From an optimization exercise on the open Yosys and OpenROAD flow, aimed at small area; shortcuts taken in it are not production practice.
Only simulation tests tie the RTL to the original design; equivalence was not proved.
No activity file was given, so power comes from the tool's default toggle rates.

// rio
module rio #(
    parameter int TIMEOUT   = 2700000,
    parameter int PULSE_LEN = 108,
    parameter int DIR_DELAY = 18,
    parameter int ACC_BITS  = 24
) (
    input  logic                sysclk,
    input  logic                arst_n,
    input  rio_pkg::reg_addr_t           awaddr,
    input  logic                awvalid,
    output logic                awready,
    input  rio_pkg::reg_word_t           wdata,
    input  logic [3:0]          wstrb,
    input  logic                wvalid,
    output logic                wready,
    output logic [1:0]          bresp,
    output logic                bvalid,
    input  logic                bready,
    input  rio_pkg::reg_addr_t           araddr,
    input  logic                arvalid,
    output logic                arready,
    output rio_pkg::reg_word_t           rdata,
    output logic [1:0]          rresp,
    output logic                rvalid,
    input  logic                rready,
    output logic [motion_pkg::NUM_AXES-1:0] step,
    output logic [motion_pkg::NUM_AXES-1:0] dir,
    output logic [motion_pkg::NUM_AXES-1:0] en,
    input  logic [motion_pkg::NUM_AXES-1:0] home,
    output logic                out_bit,
    output logic                timeout
);
export LEC_CHECK = 0
export CAP_MARGIN = 0
export CORE_MARGIN = 2
export CORE_UTILIZATION = 60
export CTS_BUF_LIST = sky130_fd_sc_hd__clkbuf_8
export CTS_CLUSTER_DIAMETER = 60
export CTS_CLUSTER_SIZE = 16
export SLEW_MARGIN = 0
create_clock -name core_clock -period 8.0 [get_ports {sysclk}]
standard.sh (not shown) runs the stock make flow with config.mk's settings and CLKGATE_MAP_FILE= SYNTH_SCRIPT=/design/flow/synth_recipe.tcl, a recipe that flattens the netlist after the stock synthesis.
==> flow/flow/run.sh <==
#!/bin/bash
# Layout flow: the standard ORFS flow (standard.sh), with
#  - the port buffers made of the smallest buffer cell,
#  - the combinational logic re-mapped for area by OpenROAD's restructure
#    after floorplanning (flops untouched), using a copy of the library
#    without the platform's don't-use cells,
#  - clock tree synthesis without dummy loads (the same options as the
#    standard flow otherwise, from config.mk),

# Each tool's output goes to a log file of its own in this folder.
set -o pipefail
W=$(pwd)
LIB=$FLOW_HOME/platforms/sky130hd/lib/sky130_fd_sc_hd__tt_025C_1v80.lib
mkdir -p $W/rmp
python3 $W/flow/filter_lib.py $LIB $W/rmp/area.lib > filter_lib.log 2>&1
cat > $W/post_floorplan.tcl <<EOT
restructure -target area -liberty_file $W/rmp/area.lib -tielo_port sky130_fd_sc_hd__conb_1/LO -tiehi_port sky130_fd_sc_hd__conb_1/HI -work_dir $W/rmp -abc_logfile $W/rmp_abc.log
EOT
export BUFFER_PORTS_ARGS="-buffer_cell sky130_fd_sc_hd__buf_1"
export POST_FLOORPLAN_TCL=$W/post_floorplan.tcl
export CTS_ARGS="-sink_clustering_enable -repair_clock_nets -sink_clustering_size 16 -sink_clustering_max_diameter 60 -buf_list sky130_fd_sc_hd__clkbuf_8 -dont_use_dummy_load"
bash standard.sh finish > standard.log 2>&1
==> flow/flow/filter_lib.py <==
# Copy a liberty file, leaving out the cells the platform marks don't-use
# (lpflow_* and probe*), so that restructure's ABC run cannot pick them.
import re, sys
src, dst = sys.argv[1], sys.argv[2]
text = open(src).read()
out = []
pos = 0
drop = re.compile(r'sky130_fd_sc_hd__(lpflow_|probe)')
n = 0
for m in re.finditer(r'\n\s*cell\s*\(\s*"?([A-Za-z0-9_]+)"?\s*\)\s*\{', text):
    if m.start() < pos:
        continue
    name = m.group(1)
    # find the end of this cell block by brace matching
    i = m.end(); depth = 1
    while depth:
        c = text[i]
        if c == '{': depth += 1
        elif c == '}': depth -= 1
        i += 1
    if drop.match(name):
        out.append(text[pos:m.start()])
        pos = i
        n += 1
out.append(text[pos:])
open(dst, 'w').write(''.join(out))
print("dropped", n, "cells")
Next try:
--- a/flow/flow/run.sh
+++ b/flow/flow/run.sh
@@ -6,5 +6,3 @@
 #    without the platform's don't-use cells,
-#  - clock tree synthesis without dummy loads (the same options as the
-#    standard flow otherwise, from config.mk),
-
+#  - power/area recovery (downsizing off-critical cells) after global route.
 # Each tool's output goes to a log file of its own in this folder.
@@ -20,3 +18,3 @@
 export POST_FLOORPLAN_TCL=$W/post_floorplan.tcl
-export CTS_ARGS="-sink_clustering_enable -repair_clock_nets -sink_clustering_size 16 -sink_clustering_max_diameter 60 -buf_list sky130_fd_sc_hd__clkbuf_8 -dont_use_dummy_load"
+export RECOVER_POWER=100
 bash standard.sh finish > standard.log 2>&1
--- a/flow/config.mk
+++ b/flow/config.mk
@@ -7,5 +7,5 @@
 export LEC_CHECK = 0
-export CAP_MARGIN = 0
+export CAP_MARGIN = 20
 export CORE_MARGIN = 2
-export CORE_UTILIZATION = 60
+export CORE_UTILIZATION = 40
 export CTS_BUF_LIST = sky130_fd_sc_hd__clkbuf_8
@@ -13,2 +13,2 @@
 export CTS_CLUSTER_SIZE = 16
-export SLEW_MARGIN = 0
+export SLEW_MARGIN = 20
After rerunning: This time the run completed and failed the layout checks on capacitance limit, slew limit. Die area rises by 49%. Sequential share of layout area falls by 1.5 points. Wire length rises by 5.3%.
Next try:
--- a/flow/flow/run.sh
+++ b/flow/flow/run.sh
@@ -6,3 +6,5 @@
 #    without the platform's don't-use cells,
-#  - power/area recovery (downsizing off-critical cells) after global route.
+#  - clock tree synthesis without dummy loads (the same options as the
+#    standard flow otherwise, from config.mk),
+
 # Each tool's output goes to a log file of its own in this folder.
@@ -18,3 +20,3 @@
 export POST_FLOORPLAN_TCL=$W/post_floorplan.tcl
-export RECOVER_POWER=100
+export CTS_ARGS="-sink_clustering_enable -repair_clock_nets -sink_clustering_size 30 -sink_clustering_max_diameter 80 -buf_list sky130_fd_sc_hd__clkbuf_16 -dont_use_dummy_load"
 bash standard.sh finish > standard.log 2>&1
--- a/flow/config.mk
+++ b/flow/config.mk
@@ -9,3 +9,3 @@
 export CORE_MARGIN = 2
-export CORE_UTILIZATION = 40
+export CORE_UTILIZATION = 60
 export CTS_BUF_LIST = sky130_fd_sc_hd__clkbuf_8
With this change the flow finished with timing, DRC and antenna clean.
Utilization is higher by 21 points.
Count of clock-buffer cells in the layout falls by 22.
Wire length decreases by 5.6%.
Worst setup slack gains 0.0098 ns.
Final cell count went down by 9.7%.
Synthesized area does not change.
Sequential share of layout area climbs by 1.4 points.
Next try:
--- a/flow/flow/run.sh
+++ b/flow/flow/run.sh
@@ -20,3 +20,3 @@
 export POST_FLOORPLAN_TCL=$W/post_floorplan.tcl
-export CTS_ARGS="-sink_clustering_enable -repair_clock_nets -sink_clustering_size 30 -sink_clustering_max_diameter 80 -buf_list sky130_fd_sc_hd__clkbuf_16 -dont_use_dummy_load"
+export CTS_ARGS="-sink_clustering_enable -repair_clock_nets -sink_clustering_size 24 -sink_clustering_max_diameter 70 -buf_list {sky130_fd_sc_hd__clkbuf_8 sky130_fd_sc_hd__clkbuf_16} -dont_use_dummy_load"
 bash standard.sh finish > standard.log 2>&1
What happened: Clock-buffer cell count rises by 6; via count is about the same; design area goes up by 0.65%; setup slack gets worse by 0.10 ns; total power went up by about 4%; final cell count hardly moves; hold slack gains 0.021 ns; non-clock buffer count does not change; core utilization went up by 0.42 points; sequential cell count does not change; critical path depth does not change.

static timing again, ports no longer ideal:
Ports are ideal in the flow. The routed layouts listed here were re-timed in OpenROAD.
Step 1 (the two cells are an assumption about what drives the block):
set clk [get_ports {sysclk}]
set_driving_cell -lib_cell sky130_fd_sc_hd__clkbuf_16 $clk
set_driving_cell -lib_cell sky130_fd_sc_hd__buf_2 [delete_from_list [all_inputs] $clk]
Step 2, shift: input delay + t, output delay - t, t = (earliest + latest rising clock arrival at the registers) / 2. This alone moves slack from input paths to output paths.
Three values: ideal ports, drivers, drivers and shift; two values: the first two.
| run | shift t [ns] | setup WS [ns] | slew at the worst register clock pin (ns) | worst slew at a driven data input, ns |
|---|---|---|---|---|
| the first run | 0.616 | 0.846 / 0.846 / 0.846 | 0.10 / 0.10 | 0.06 |
| the second run | 0.675 | 0.901 / 0.901 / 0.901 | 0.11 / 0.11 | 0.08 |
| the third run | 0.601 | 0.910 / 0.910 / 0.910 | 0.11 / 0.11 | 0.07 |
| the fourth run | 0.625 | 0.809 / 0.809 / 0.809 | 0.09 / 0.09 | 0.07 |
